This design comes from an exercise in tuning for small area, a short achievable clock period and few clock cycles per item on the open sky130 flow, not from production work. Where RTL was checked, it was by simulation tests only, not by an equivalence proof against the original. No activity file was given, so power comes from the tool's default toggle rates.

Design colourTop, start of the top module:
module colourTop (
	input logic CLOCK_50_I,
	input logic resetn,
	input logic [3:0] paddr,
	input logic psel,
	input logic penable,
	input logic pwrite,
	input logic [31:0] pwdata,
	output logic [31:0] prdata,
	output logic pready,
	output logic pslverr,
	output logic memRdEn,
	output colourPkg::addr_t memRdAddr,
	input colourPkg::word_t memRdData,
	output logic memWrEn,
	output colourPkg::addr_t memWrAddr,
	output colourPkg::word_t memWrData
);
Size in the first run: roughly 150 I/O pins, about 26000 µm² of cells after synthesis.
==> module colourTop, before the edit <==
module colourTop (
	input logic CLOCK_50_I,
	input logic resetn,
	input logic [3:0] paddr,
	input logic psel,
	input logic penable,
	input logic pwrite,
	input logic [31:0] pwdata,
	output logic [31:0] prdata,
	output logic pready,
	output logic pslverr,
	output logic memRdEn,
	output colourPkg::addr_t memRdAddr,
	input colourPkg::word_t memRdData,
	output logic memWrEn,
	output colourPkg::addr_t memWrAddr,
	output colourPkg::word_t memWrData
);
	logic start;
	logic busy;
	logic [2:0] ph;
	logic rxLoad, rxFirst, rxClamp, rxOdd;
	logic wrValid, wrRowLast, lastValid, rowDone, frameDone;
	colourPkg::word_t rdWord;
	colourPkg::sample_t yEvenHeld, yOddHeld;
	colourPkg::sample_t pixY, pixU, pixV;
	logic [9:0] pixU3, pixV3;
	colourPkg::sample_t yNext;
	logic [19:0] yEven2687, yOdd2687;
	logic [19:0] pixY2687;
	colourPkg::sample_t pixR, pixG, pixB;
	apbRegs regs (
		.CLOCK_50_I(CLOCK_50_I),
		.resetn(resetn),
		.paddr(paddr),
		.psel(psel),
		.penable(penable),
		.pwrite(pwrite),
		.pwdata(pwdata),
		.prdata(prdata),
		.pready(pready),
		.pslverr(pslverr),
		.start(start),
		.frameDone(frameDone),
		.rowDone(rowDone),
		.busy(busy)
	);
	frameSequencer seq (
		.CLOCK_50_I(CLOCK_50_I),
		.resetn(resetn),
		.start(start),
		.ph(ph),
		.memRdEn(memRdEn),
		.memRdAddr(memRdAddr),
		.rxLoad(rxLoad),
		.rxFirst(rxFirst),
		.rxClamp(rxClamp),
		.rxOdd(rxOdd),
		.wrValid(wrValid),
		.wrRowLast(wrRowLast),
		.lastValid(lastValid),
		.rowDone(rowDone),
		.frameDone(frameDone)
	);
	always_ff @(posedge CLOCK_50_I) begin
		rdWord <= memRdData;
		if (ph[2]) begin
			yEvenHeld <= rdWord[15:8];
			yOddHeld <= rdWord[7:0];
		end
		pixY <= yNext;
		pixY2687 <= ph[1] ? yEven2687 : yOdd2687;
	end
	assign yNext = ph[1] ? yEvenHeld : yOddHeld;
	lumaMultiple yEvenMult (
		.y(yEvenHeld),
		.p(yEven2687)
	);
	lumaMultiple yOddMult (
		.y(yOddHeld),
		.p(yOdd2687)
	);
	chromaUpsampler ups (
		.CLOCK_50_I(CLOCK_50_I),
		.ph(ph),
		.word(rdWord),
		.load(rxLoad),
		.first(rxFirst),
		.clamp(rxClamp),
		.odd(rxOdd),
		.rowEnd(wrRowLast),
		.cu(pixU),
		.cu3(pixU3),
		.cv(pixV),
		.cv3(pixV3)
	);
	colourConverter csc (
		.CLOCK_50_I(CLOCK_50_I),
		.cu(pixU),
		.cu3(pixU3),
		.cv(pixV),
		.cv3(pixV3),
		.y(pixY),
		.y2687(pixY2687),
		.r(pixR),
		.g(pixG),
		.b(pixB)
	);
	rgbWriter writer (
		.CLOCK_50_I(CLOCK_50_I),
		.resetn(resetn),
		.start(start),
		.ph(ph),
		.wrValid(wrValid),
		.lastValid(lastValid),
		.r(pixR),
		.g(pixG),
		.b(pixB),
		.memWrEn(memWrEn),
		.memWrAddr(memWrAddr),
		.memWrData(memWrData)
	);
endmodule
Settings: LEC_CHECK=0, CAP_MARGIN=20, CORE_MARGIN=2, CORE_UTILIZATION=40, CTS_CLUSTER_DIAMETER=80, CTS_CLUSTER_SIZE=28, PLACE_DENSITY=0.6, SETUP_SLACK_MARGIN=5.0, SLEW_MARGIN=20; clock period 9.0 ns.
standard.sh (not shown) runs the stock make flow with config.mk's settings and CLKGATE_MAP_FILE= SYNTH_SCRIPT=/design/flow/synth_recipe.tcl, a recipe that flattens the netlist after the stock synthesis.
==> flow/flow/run.sh <==
#!/bin/bash
set -e
bash standard.sh finish SETUP_SLACK_MARGIN=5.6 > standard.log 2>&1
The first run finished clean.
Testbench counts at the start, summed over its fixed seeds: cycles 921,728, frames 8.
Change:
--- a/flow/design.v
+++ b/flow/design.v
@@ -3445,11 +3445,11 @@
 	colourPkg::word_t rdWord;
 	colourPkg::sample_t yEvenHeld, yOddHeld;
 	colourPkg::sample_t pixY, pixU, pixV;
 	logic [9:0] pixU3, pixV3;
 	colourPkg::sample_t yNext;
-	logic [19:0] yEven2687, yOdd2687;
+	logic [19:0] y2687;
 	logic [19:0] pixY2687;
 	colourPkg::sample_t pixR, pixG, pixB;
 	apbRegs regs (
 		.CLOCK_50_I(CLOCK_50_I),
 		.resetn(resetn),
@@ -3488,20 +3488,16 @@
 		if (ph[2]) begin
 			yEvenHeld <= rdWord[15:8];
 			yOddHeld <= rdWord[7:0];
 		end
 		pixY <= yNext;
-		pixY2687 <= ph[1] ? yEven2687 : yOdd2687;
+		pixY2687 <= y2687;
 	end
 	assign yNext = ph[1] ? yEvenHeld : yOddHeld;
-	lumaMultiple yEvenMult (
-		.y(yEvenHeld),
-		.p(yEven2687)
-	);
-	lumaMultiple yOddMult (
-		.y(yOddHeld),
-		.p(yOdd2687)
+	lumaMultiple ym (
+		.y(yNext),
+		.p(y2687)
 	);
 	chromaUpsampler ups (
 		.CLOCK_50_I(CLOCK_50_I),
 		.ph(ph),
 		.word(rdWord),
Effect: Critical path depth does not change. Final cell count decreases by 2.9%. Combinational power increases by 11%. Non-clock buffer count increases by 30. Worst setup slack is worse by 0.52 ns. Clock skew increases by 0.0032 ns.
For the second run of this note, only the layout was checked, not whether the RTL still works.

---

== lane 4 ==
colourTop, a different RTL version from the one above (not shown whole).
Size in the first run: roughly 2500 cells after synthesis, ~490 flip-flops, ~150 I/O pins, about 27000 um^2 of cells after synthesis.
==> module chromaUpsampler, before the edit <==
module chromaUpsampler (
	input logic CLOCK_50_I,
	input logic [2:0] ph,
	input colourPkg::word_t word,       
	input logic load,
	input logic first,
	input logic clamp,
	input logic odd,
	input logic rowEnd,                 
	output colourPkg::sample_t cu,
	output logic [9:0] cu3,             
	output colourPkg::sample_t cv,
	output logic [9:0] cv3              
);
	colourPkg::sample_t a [5];          
	colourPkg::sample_t b [5];
	colourPkg::sample_t t [6];
	logic [8:0] p, q, r;
	colourPkg::sample_t f;
	colourPkg::sample_t uOdd, vOdd;
	colourPkg::sample_t cuNext, cvNext;
	always_comb begin
		t[0] = a[0];
		t[1] = a[1];
		t[2] = a[2];
		t[3] = a[3];
		t[4] = first ? word[15:8] : a[4];
		t[5] = clamp ? a[4] : (odd ? word[15:8] : word[7:0]);
	end
	always_ff @(posedge CLOCK_50_I) begin
		if (!ph[2]) begin
			for (int i = 0; i < 5; i++)
				a[i] <= b[i];
			if (load) begin
				b[0] <= word[15:8];
				b[1] <= word[15:8];
				b[2] <= word[15:8];
				b[3] <= word[7:0];
			end else begin
				for (int i = 0; i < 4; i++)
					b[i] <= t[i+1];
			end
			b[4] <= t[5];
		end
		p <= {1'b0, t[0]} + {1'b0, t[5]};
		q <= {1'b0, t[2]} + {1'b0, t[3]};
		r <= {1'b0, t[1]} + {1'b0, t[4]};
		if (ph[2])
			uOdd <= f;
		if (ph[0])
			vOdd <= f;
		cu <= cuNext;
		cu3 <= {2'b00, cuNext} + {1'b0, cuNext, 1'b0};
		cv <= cvNext;
		cv3 <= {2'b00, cvNext} + {1'b0, cvNext, 1'b0};
	end
	assign cuNext = ph[0] ? (rowEnd ? a[4] : a[1]) : uOdd;
	assign cvNext = ph[0] ? (rowEnd ? b[4] : b[1]) : vOdd;
	chromaFilter filt (
		.CLOCK_50_I(CLOCK_50_I),
		.p(p),
		.q(q),
		.r(r),
		.f(f)
	);
endmodule
==> module rgbWriter, before the edit <==
module rgbWriter (
	input logic CLOCK_50_I,
	input logic resetn,
	input logic start,
	input logic [2:0] ph,
	input logic wrValid,
	input logic lastValid,
	input colourPkg::sample_t r,        
	input colourPkg::sample_t g,
	input colourPkg::sample_t b,
	output logic memWrEn,
	output colourPkg::addr_t memWrAddr,
	output colourPkg::word_t memWrData
);
	localparam int FirstAddr = 76800 - 13;
	colourPkg::sample_t r0, g0, b0;     
	colourPkg::sample_t r1, g1, b1;     
	always_ff @(posedge CLOCK_50_I or negedge resetn) begin
		if (!resetn)
			memWrEn <= 1'b0;
		else
			memWrEn <= lastValid;
	end
	always_ff @(posedge CLOCK_50_I) begin
		if (ph[2]) begin
			r0 <= r;
			g0 <= g;
			b0 <= b;
		end
		if (ph[0]) begin
			r1 <= r;
			g1 <= g;
			b1 <= b;
		end
		memWrAddr <= start ? colourPkg::addr_t'(FirstAddr) : memWrAddr + 1'b1;
		if (ph[0])
			memWrData <= {r0, g0};
		else if (ph[1])
			memWrData <= {b0, r1};
		else
			memWrData <= {g1, b1};
	end
endmodule
==> flow/config.mk <==
export PLATFORM = sky130hd
export DESIGN_NAME = colourTop
export DESIGN_NICKNAME = colourTop
export VERILOG_FILES = /design/flow/design.v
export SDC_FILE = /design/flow/constraint.sdc
export NUM_CORES = 4
export LEC_CHECK = 0
export CAP_MARGIN = 20
export CORE_MARGIN = 2
export CORE_UTILIZATION = 40
export CTS_CLUSTER_DIAMETER = 80
export CTS_CLUSTER_SIZE = 28
export PLACE_DENSITY = 0.6
export SETUP_SLACK_MARGIN = 5.0
export SLEW_MARGIN = 20
==> flow/constraint.sdc <==
create_clock -name core_clock -period 9.0 [get_ports {CLOCK_50_I}]
set_input_delay 1.8000 -clock core_clock [delete_from_list [all_inputs] [get_ports {CLOCK_50_I}]]
set_output_delay 1.8000 -clock core_clock [all_outputs]
set_load 0.01 [all_outputs]
Scripts as last shown in full above: flow/flow/run.sh
Changes in lane 1 relative to lane 4:
diff --git a/flow/design.v b/flow/design.v
--- a/flow/design.v
+++ b/flow/design.v
@@ -252,6 +252,5 @@
 		if (ph[2])
 			uOdd <= f;
-		if (ph[0])
-			vOdd <= f;
+		vOdd <= f;                      
 		cu <= cuNext;
 		cu3 <= {2'b00, cuNext} + {1'b0, cuNext, 1'b0};
@@ -3395,6 +3394,6 @@
 );
 	localparam int FirstAddr = 76800 - 13;
-	colourPkg::sample_t r0, g0, b0;     
-	colourPkg::sample_t r1, g1, b1;     
+	colourPkg::sample_t r1, g1, b1;
+	colourPkg::sample_t g2, b2;
 	always_ff @(posedge CLOCK_50_I or negedge resetn) begin
 		if (!resetn)
@@ -3404,21 +3403,16 @@
 	end
 	always_ff @(posedge CLOCK_50_I) begin
-		if (ph[2]) begin
-			r0 <= r;
-			g0 <= g;
-			b0 <= b;
-		end
-		if (ph[0]) begin
-			r1 <= r;
-			g1 <= g;
-			b1 <= b;
-		end
+		r1 <= r;
+		g1 <= g;
+		b1 <= b;
+		g2 <= g1;
+		b2 <= b1;
 		memWrAddr <= start ? colourPkg::addr_t'(FirstAddr) : memWrAddr + 1'b1;
 		if (ph[0])
-			memWrData <= {r0, g0};
+			memWrData <= {r1, g1};          
 		else if (ph[1])
-			memWrData <= {b0, r1};
+			memWrData <= {b2, r1};          
 		else
-			memWrData <= {g1, b1};
+			memWrData <= {g2, b2};          
 	end
 endmodule
Findings:
Lower relative contribution of combinational cells to total power among lane 1 and lane 4: lane 1
The least setup slack across all paths after layout in lane 1 was lower than what lane 4 gave.
Summary: with lane 4 as the reference, synthesized instance count in lane 1 moved down slightly.
Lane 1 vs lane 4, arrival time of the worst setup path went up by 2.29 ns.
Compared with lane 4, in lane 1 number of nets still failing antenna checks after routing comparable, utilization after layout comparable, worst clock skew comparable, tightest hold margin now smaller.
Comparing lane 4 with lane 1, the post-route clock period utilization came out essentially unchanged.
Lane 1 ends up with a number of non-filler instances in the completed layout that is 1.4% lower than in lane 4.
Comparing count of standard-cell rows for lane 1 and lane 4, the smaller number came from lane 1.
Where post-route total power is concerned, lane 4 is outperformed by lane 1.
Testbench counts of lane 1, summed over its fixed seeds: cycles 921,728, frames 8.
For lane 4, only the layout was checked, not whether the RTL still works.

---

run 1:
colourTop, a different RTL version from the one above (not shown whole).
For scale: about 2,500 cells after synthesis, ~470 flip-flops, ~150 I/O pins.
## colourTop
module colourTop (
	input logic CLOCK_50_I,
	input logic resetn,
	input logic [3:0] paddr,
	input logic psel,
	input logic penable,
	input logic pwrite,
	input logic [31:0] pwdata,
	output logic [31:0] prdata,
	output logic pready,
	output logic pslverr,
	output logic memRdEn,
	output colourPkg::addr_t memRdAddr,
	input colourPkg::word_t memRdData,
	output logic memWrEn,
	output colourPkg::addr_t memWrAddr,
	output colourPkg::word_t memWrData
);
export LEC_CHECK = 0
export CAP_MARGIN = 20
export CORE_MARGIN = 2
export CORE_UTILIZATION = 40
export CTS_CLUSTER_DIAMETER = 80
export CTS_CLUSTER_SIZE = 28
export PLACE_DENSITY = 0.6
export SETUP_SLACK_MARGIN = 4.8
export SLEW_MARGIN = 20
create_clock -name core_clock -period 9.0 [get_ports {CLOCK_50_I}]
run.sh (not shown) runs the stock make flow with config.mk's settings and CLKGATE_MAP_FILE= SYNTH_SCRIPT=/design/flow/synth_recipe.tcl, a recipe that flattens the netlist after the stock synthesis.
Stock flow here: none of the scripts above is used.
For run 2, these inputs were changed with respect to run 1:
--- a/flow/design.v
+++ b/flow/design.v
@@ -183,22 +183,22 @@
 			wrRowLast <= rxRowLast;
 			wrFrameLast <= rxFrameLast;
 			lastRowLast <= wrRowLast;
 			lastFrameLast <= wrFrameLast;
 		end
 		if (start) begin
 			k <= 8'd0;
 			yAddr <= 16'd0;
 		end
 	end
-	assign rowDone = lastValid & lastRowLast & ph[2];
-	assign frameDone = lastValid & lastFrameLast & ph[2];
+	assign rowDone = lastValid & lastRowLast & ph[1];
+	assign frameDone = lastValid & lastFrameLast & ph[1];
 endmodule
 `default_nettype wire
 `timescale 1ns/1ps
 `default_nettype none
 module chromaUpsampler (
 	input logic CLOCK_50_I,
 	input logic [2:0] ph,
 	input colourPkg::word_t word,       
 	input logic load,
 	input logic first,
@@ -3375,49 +3375,54 @@
 	input logic resetn,
 	input logic start,
 	input logic [2:0] ph,
 	input logic wrValid,
 	input logic lastValid,
 	input colourPkg::sample_t r,        
 	input colourPkg::sample_t g,
 	input colourPkg::sample_t b,
 	output logic memWrEn,
 	output colourPkg::addr_t memWrAddr,
-	output colourPkg::word_t memWrData
+	output colourPkg::word_t memWrData      
 );
-	localparam int FirstAddr = 76800 - 12;
+	localparam int FirstAddr = 76800 - 11;
 	colourPkg::sample_t r0, g0, b0;     
 	colourPkg::sample_t r1, g1, b1;     
+	logic word0, word1;                 
 	always_ff @(posedge CLOCK_50_I or negedge resetn) begin
 		if (!resetn)
 			memWrEn <= 1'b0;
 		else
-			memWrEn <= ph[2] ? wrValid : lastValid;
+			memWrEn <= ph[0] ? lastValid : wrValid;
 	end
 	always_ff @(posedge CLOCK_50_I) begin
 		if (ph[0]) begin
 			r0 <= r;
 			g0 <= g;
 			b0 <= b;
 		end
 		if (ph[2]) begin
 			r1 <= r;
 			g1 <= g;
 			b1 <= b;
 		end
 		memWrAddr <= start ? colourPkg::addr_t'(FirstAddr) : memWrAddr + 1'b1;
-		if (ph[2])
-			memWrData <= {r0, g0};
-		else if (ph[0])
-			memWrData <= {b0, r1};
+		word0 <= ph[1] & wrValid;
+		word1 <= ph[2] & wrValid;
+	end
+	always_comb begin
+		if (word0)
+			memWrData = {r0, g0};
+		else if (word1)
+			memWrData = {b0, r1};
 		else
-			memWrData <= {g1, b1};
+			memWrData = {g1, b1};
 	end
 endmodule
 `default_nettype wire
 `timescale 1ns/1ps
 `default_nettype none
 module colourTop (
 	input logic CLOCK_50_I,
 	input logic resetn,
 	input logic [3:0] paddr,
 	input logic psel,
@@ -3437,21 +3442,21 @@
 	logic start;
 	logic busy;
 	logic [2:0] ph;
 	logic rxLoad, rxFirst, rxClamp, rxOdd;
 	logic wrValid, lastValid, rowDone, frameDone;
 	colourPkg::word_t rdWord;
 	colourPkg::sample_t yOddHeld;
 	colourPkg::sample_t pixY, pixU, pixV;
 	logic [9:0] pixU3, pixV3;
 	colourPkg::sample_t yNext;
-	logic [19:0] yEven2687, yOdd2687;
+	logic [19:0] y2687;
 	logic [19:0] pixY2687;
 	colourPkg::sample_t pixR, pixG, pixB;
 	apbRegs regs (
 		.CLOCK_50_I(CLOCK_50_I),
 		.resetn(resetn),
 		.paddr(paddr),
 		.psel(psel),
 		.penable(penable),
 		.pwrite(pwrite),
 		.pwdata(pwdata),
@@ -3477,30 +3482,26 @@
 		.wrValid(wrValid),
 		.lastValid(lastValid),
 		.rowDone(rowDone),
 		.frameDone(frameDone)
 	);
 	always_ff @(posedge CLOCK_50_I) begin
 		rdWord <= memRdData;
 		if (ph[2])
 			yOddHeld <= rdWord[7:0];
 		pixY <= yNext;
-		pixY2687 <= ph[2] ? yEven2687 : yOdd2687;
+		pixY2687 <= y2687;
 	end
 	assign yNext = ph[2] ? rdWord[15:8] : yOddHeld;
-	lumaMultiple yEvenMult (
-		.y(rdWord[15:8]),
-		.p(yEven2687)
-	);
-	lumaMultiple yOddMult (
-		.y(yOddHeld),
-		.p(yOdd2687)
+	lumaMultiple ym (
+		.y(yNext),
+		.p(y2687)
 	);
 	chromaUpsampler ups (
 		.CLOCK_50_I(CLOCK_50_I),
 		.ph(ph),
 		.word(rdWord),
 		.load(rxLoad),
 		.first(rxFirst),
 		.clamp(rxClamp),
 		.odd(rxOdd),
 		.cu(pixU),
==> comparison <==
In the reports for run 2 and run 1, the larger compound-gate portion of the synthesized area belongs to run 1. Run 2 reports a higher share of synthesized area spent on multiplexers than run 1 does. The number of cells on the critical path number comes out lower for run 2 vs run 1. Compared with run 1, register bit count reported by yosys in run 2 decreased by a few percent. Diff run 2 and run 1: post-route clock period utilization lower in run 1. Run 2 vs. run 1: setup slack at placement went down by 9.2 ps. Final cell count was higher in the run labelled run 1. Non-clock buffer count in run 2 is 5 higher than in run 1. The routed wire length of run 2 falls short of that of run 1 by 1.9 mm. [compare] base=run 1 new=run 2: inverter count of the layout excluding clock inverters has decreased; cell area has decreased.
Testbench counts of run 2, summed over its fixed seeds: cycles 921,712, frames 8.
No functional check of the RTL was part of run 1.

==> separate check: timing with driven ports <==
The flow's constraints put no driver on any port. The routed layouts listed below were extracted and timed again, unchanged, in two steps.
Step 1 assumes that a clkbuf_16 drives the clock port and a buf_2 every other input.
Step 2 moves the port delays by t, midway between the first and last clock arrival at a register: inputs arrive t later, outputs are due t later. That takes back most of the time a late clock gives input paths.
Three values: no drivers, after step 1, after step 2; two values: the first two.
| run | t (ns) | setup WS [ns] | latest minus earliest clock arrival (ns) | worst slew at a driven data input, ns |
|---|---|---|---|---|
| the first run of note 1 | 0.664 | 5.644 / 5.589 / 5.217 | 0.049 / 0.049 | 0.04 |
| the second run of note 1 | 0.659 | 5.129 / 5.129 / 5.129 | 0.046 / 0.045 | 0.04 |
| lane 4 | 0.684 | 5.650 / 5.586 / 5.143 | 0.047 / 0.046 | 0.05 |
| lane 1 | 0.664 | 5.644 / 5.589 / 5.217 | 0.049 / 0.049 | 0.04 |
| run 1 | 0.656 | 4.992 / 4.992 / 4.884 | 0.044 / 0.044 | 0.07 |
| run 2 | 0.654 | 4.960 / 4.960 / 4.933 | 0.030 / 0.030 | 0.04 |
After both steps every run listed still meets setup and hold. For lane 4, which loses most, drivers alone change the setup slack by -0.064 ns; drivers and shift together by -0.507 ns.
